This is an optimization exercise on Yosys and OpenROAD, whose aim is small area, not a production implementation. Function was checked by simulation only, so behaviour that the tests miss may differ from the original. Power figures rest on the tool's default switching activity, not on a simulated workload.

Design orderBookDirectoryParser, start of the top module:
module orderBookDirectoryParser
(
    input  wire logic                    clk,
    input  wire logic                    rst,
    input  wire logic [(8 * 8)-1:0]   dataIn,
    input  wire logic                    wordValid,
    input  wire logic                    start,
    input  wire logic [3-1:0] startOffset,
    output logic                         recordValid,
    output logic [31:0]                  timeStamp,
    output logic [31:0]                  orderBookId,
    output logic [(8 * 8)-1:0]        symbol,
    output logic [95:0]                  isin,
    output logic [7:0]                   financialProduct,
    output logic [23:0]                  tradingCurrency,
    output logic [15:0]                  decimalsInPrice,
    output logic [15:0]                  decimalsInNominalValue,
    output logic [31:0]                  oddLotSize,
    output logic [31:0]                  roundLotSize,
    output logic [31:0]                  blockLotSize,
    output logic [(8 * 8)-1:0]        nominalValue
);
Size: about 2300 cells after synthesis, ~910 flip-flops, about 0.029 mm^2 of cells after synthesis.
Settings: LEC_CHECK=0, CAP_MARGIN=0, CORE_MARGIN=2, CORE_UTILIZATION=60, GPL_TIMING_DRIVEN=0, SLEW_MARGIN=0, SYNTH_HIERARCHICAL=1; clock period 5.0 ns.
standard.sh (not shown) runs the stock make flow with config.mk's settings and CLKGATE_MAP_FILE= SYNTH_SCRIPT=/design/flow/synth_recipe.tcl, a recipe that flattens the netlist after the stock synthesis.
==> flow/flow/run.sh <==
#!/bin/bash
# The standard layout, with two changes: the port buffers are the smallest
# buffer cell, and clock tree synthesis is tuned for area.
set -euo pipefail
bash standard.sh synth > synth.log 2>&1
bash standard.sh \
    "BUFFER_PORTS_ARGS=-buffer_cell sky130_fd_sc_hd__buf_1" \
    "CTS_ARGS=-sink_clustering_enable -repair_clock_nets -dont_use_dummy_load -buf_list sky130_fd_sc_hd__clkbuf_8 -sink_clustering_size 16 -sink_clustering_max_diameter 60" \
    finish > layout.log 2>&1
The baseline finished but failed the layout checks on max-slew violations.
Edit:
==> flow/flow/run.sh (replaced) <==
#!/bin/bash
# The standard layout, with two changes: the port buffers are the smallest
# buffer cell, and clock tree synthesis adds no dummy loads.
set -euo pipefail
bash standard.sh synth > synth.log 2>&1
bash standard.sh \
    "BUFFER_PORTS_ARGS=-buffer_cell sky130_fd_sc_hd__buf_1" \
    "CTS_ARGS=-sink_clustering_enable -repair_clock_nets -dont_use_dummy_load" \
    finish > layout.log 2>&1
Settings changed: CAP_MARGIN 0 to 20, CORE_UTILIZATION 60 to 40, GPL_TIMING_DRIVEN 0 to unset, SLEW_MARGIN 0 to 20.
- Now the flow ran to the end with no violations
- sequential share of layout area fell by 2.2 points
- setup slack degrades by 0.15 ns
- power rose by 17%
- sequential power rose by about 0.7%

* * *

Starting RTL as in the previous note.
clock: 5.0 ns
lec_check: 0
cap_margin: 20
core_margin: 2
core_utilization: 60
slew_margin: 20
synth_hierarchical: 1
==> flow/flow/run.sh <==
#!/bin/bash
# The standard layout, with two changes: the port buffers are the smallest
# buffer cell, and clock tree synthesis is tuned for area.
set -euo pipefail
bash standard.sh synth > synth.log 2>&1
bash standard.sh \
    "BUFFER_PORTS_ARGS=-buffer_cell sky130_fd_sc_hd__buf_1" \
    "CTS_ARGS=-sink_clustering_enable -repair_clock_nets -dont_use_dummy_load -buf_list sky130_fd_sc_hd__clkbuf_8 -sink_clustering_size 16 -sink_clustering_max_diameter 60" \
    finish > layout.log 2>&1
The starting point completed with no timing, DRC or antenna violations.
==> next run, changes <==
==> flow/run.sh (new file) <==
#!/bin/bash
# synth_recipe.tcl (not shown) runs the flow's synth.tcl, then flattens the netlist and writes it again
# the make line also repeats each setting of config.mk as NAME=value (left out here)
make -C /OpenROAD-flow-scripts/flow DESIGN_CONFIG=/design/flow/config.mk WORK_HOME=/design/flow/orfs CLKGATE_MAP_FILE= SYNTH_SCRIPT=/design/flow/synth_recipe.tcl finish
- CORE_UTILIZATION: 60 -> 40
removed: flow/flow/run.sh
removed: flow/standard.sh
Effect: Flip-flop and latch count stays the same; routed wire length increases by 12%; global-route usage goes down by 8.9 points.

* * *

orderBookDirectoryParser, a different RTL version from the one above (not shown whole).
For scale: about 2200 cells after synthesis, roughly 900 flip-flops, roughly 520 I/O pins.
clock: 5.0 ns
lec_check: 0
cap_margin: 20
core_margin: 2
core_utilization: 60
slew_margin: 20
synth_hierarchical: 1
==> flow/flow/run.sh <==
#!/bin/bash
# The standard layout, with two changes: the port buffers are the smallest
# buffer cell, and clock tree synthesis is tuned for area.
set -euo pipefail
bash standard.sh synth > synth.log 2>&1
bash standard.sh \
    "BUFFER_PORTS_ARGS=-buffer_cell sky130_fd_sc_hd__buf_1" \
    "CTS_ARGS=-sink_clustering_enable -repair_clock_nets -dont_use_dummy_load -buf_list sky130_fd_sc_hd__clkbuf_8 -sink_clustering_size 20 -sink_clustering_max_diameter 60" \
    finish > layout.log 2>&1
The starting point passed the timing, DRC and antenna checks.
Then changed:
--- a/flow/flow/run.sh
+++ b/flow/flow/run.sh
@@ -8 +8 @@
-    "CTS_ARGS=-sink_clustering_enable -repair_clock_nets -dont_use_dummy_load -buf_list sky130_fd_sc_hd__clkbuf_8 -sink_clustering_size 20 -sink_clustering_max_diameter 60" \
+    "CTS_ARGS=-sink_clustering_enable -repair_clock_nets -dont_use_dummy_load -buf_list sky130_fd_sc_hd__clkbuf_16 -sink_clustering_size 36 -sink_clustering_max_diameter 50" \
Settings changed: CORE_UTILIZATION 60 to 75.
Effect:
- sequential power grows by about 0.9%
- power grows by 7.1%
- via count went up by 6.3%
- non-clock buffer count came out lower by 9
- global-route usage is higher by 9.5 points
- area after synthesis is unchanged
- wire length climbs by 3.9%
- setup slack is worse by 0.016 ns
Then changed:
--- a/flow/flow/run.sh
+++ b/flow/flow/run.sh
@@ -8 +8 @@
-    "CTS_ARGS=-sink_clustering_enable -repair_clock_nets -dont_use_dummy_load -buf_list sky130_fd_sc_hd__clkbuf_16 -sink_clustering_size 36 -sink_clustering_max_diameter 50" \
+    "CTS_ARGS=-sink_clustering_enable -repair_clock_nets -dont_use_dummy_load -buf_list sky130_fd_sc_hd__clkbuf_8 -sink_clustering_size 16 -sink_clustering_max_diameter 60" \
Effect:
- area after synthesis stays the same
- clock-buffer cell count rose by 18
- sequential power stays flat
- critical path depth does not change
- total power fell by 3.7%
- combinational power hardly moves
- first-iteration DRC count rose by 5.4%
- sequential cell count stays the same
- clock skew rose by 0.0051 ns
Then changed:
--- a/flow/flow/run.sh
+++ b/flow/flow/run.sh
@@ -8 +8 @@
-    "CTS_ARGS=-sink_clustering_enable -repair_clock_nets -dont_use_dummy_load -buf_list sky130_fd_sc_hd__clkbuf_8 -sink_clustering_size 16 -sink_clustering_max_diameter 60" \
+    "CTS_ARGS=-sink_clustering_enable -repair_clock_nets -dont_use_dummy_load -buf_list sky130_fd_sc_hd__clkbuf_8 -sink_clustering_size 18 -sink_clustering_max_diameter 50" \
Settings changed: PLACE_DENSITY from default to 0.85.
Outcome: Wire length goes up slightly. Synthesized cell count does not change. Non-clock buffer count is unchanged. Worst hold slack is worse by 0.0037 ns. Total power goes down slightly. Via count stays flat. Global-route usage goes down by 0.42 points. Final cell count stays flat. Final area goes down slightly.
Then changed:
Settings changed: CORE_UTILIZATION 75 to 85, PLACE_DENSITY 0.85 to default.
=> Now the flow stopped in global placement. Synthesized area is unchanged. Synthesized cell count does not change.
Then changed:
--- a/flow/flow/run.sh
+++ b/flow/flow/run.sh
@@ -8 +8 @@
-    "CTS_ARGS=-sink_clustering_enable -repair_clock_nets -dont_use_dummy_load -buf_list sky130_fd_sc_hd__clkbuf_8 -sink_clustering_size 18 -sink_clustering_max_diameter 50" \
+    "CTS_ARGS=-sink_clustering_enable -repair_clock_nets -dont_use_dummy_load -buf_list sky130_fd_sc_hd__clkbuf_8 -sink_clustering_size 16 -sink_clustering_max_diameter 60" \
Settings changed: CORE_UTILIZATION 85 to 60.
This time the run went through all stages and came out clean; synthesized area is unchanged; synthesized cell count is unchanged.

==> separate check: timing with driven ports <==
The flow's constraints put no driver on any port. The routed layouts listed below were extracted and timed again, unchanged, in two steps.
Step 1 sets driving cells, clkbuf_16 on the clock port and buf_2 on the other inputs (assumed; they add their load-dependent delay and slew).
Step 2, shift: input delay + t, output delay - t, t = (earliest + latest rising clock arrival at the registers) / 2. This alone moves slack from input paths to output paths.
a / b / c = ideal / step 1 / step 2; a / b = the first two.
| run | t (ns) | setup WS [ns] | hold WS [ns] |
|---|---|---|---|
| the first run of note 1 | 0.742 | 1.695 / 1.695 / 0.990 | 0.477 / 0.477 / 0.477 |
| the second run of note 1 | 0.687 | 1.542 / 1.541 / 1.019 | 0.449 / 0.449 / 0.449 |
| the first run of note 2 | 0.715 | 1.490 / 1.490 / 1.243 | 0.461 / 0.461 / 0.461 |
| the second run of note 2 | 0.696 | 1.481 / 1.447 / 0.751 | 0.463 / 0.463 / 0.463 |
| the first run of note 3 | 0.730 | 1.447 / 1.447 / 1.250 | 0.471 / 0.471 / 0.471 |
| the second run of note 3 | 0.663 | 1.431 / 1.431 / 1.104 | 0.466 / 0.466 / 0.466 |
| the third run of note 3 | 0.697 | 1.418 / 1.418 / 1.120 | 0.480 / 0.480 / 0.480 |
| the fourth run of note 3 | 0.742 | 1.403 / 1.403 / 1.118 | 0.476 / 0.476 / 0.476 |
| the sixth run of note 3 | 0.716 | 1.440 / 1.440 / 1.230 | 0.477 / 0.477 / 0.477 |
The setup slack of the second run of note 2, which loses most, moves by -0.034 ns with the drivers and by -0.730 ns with both steps.
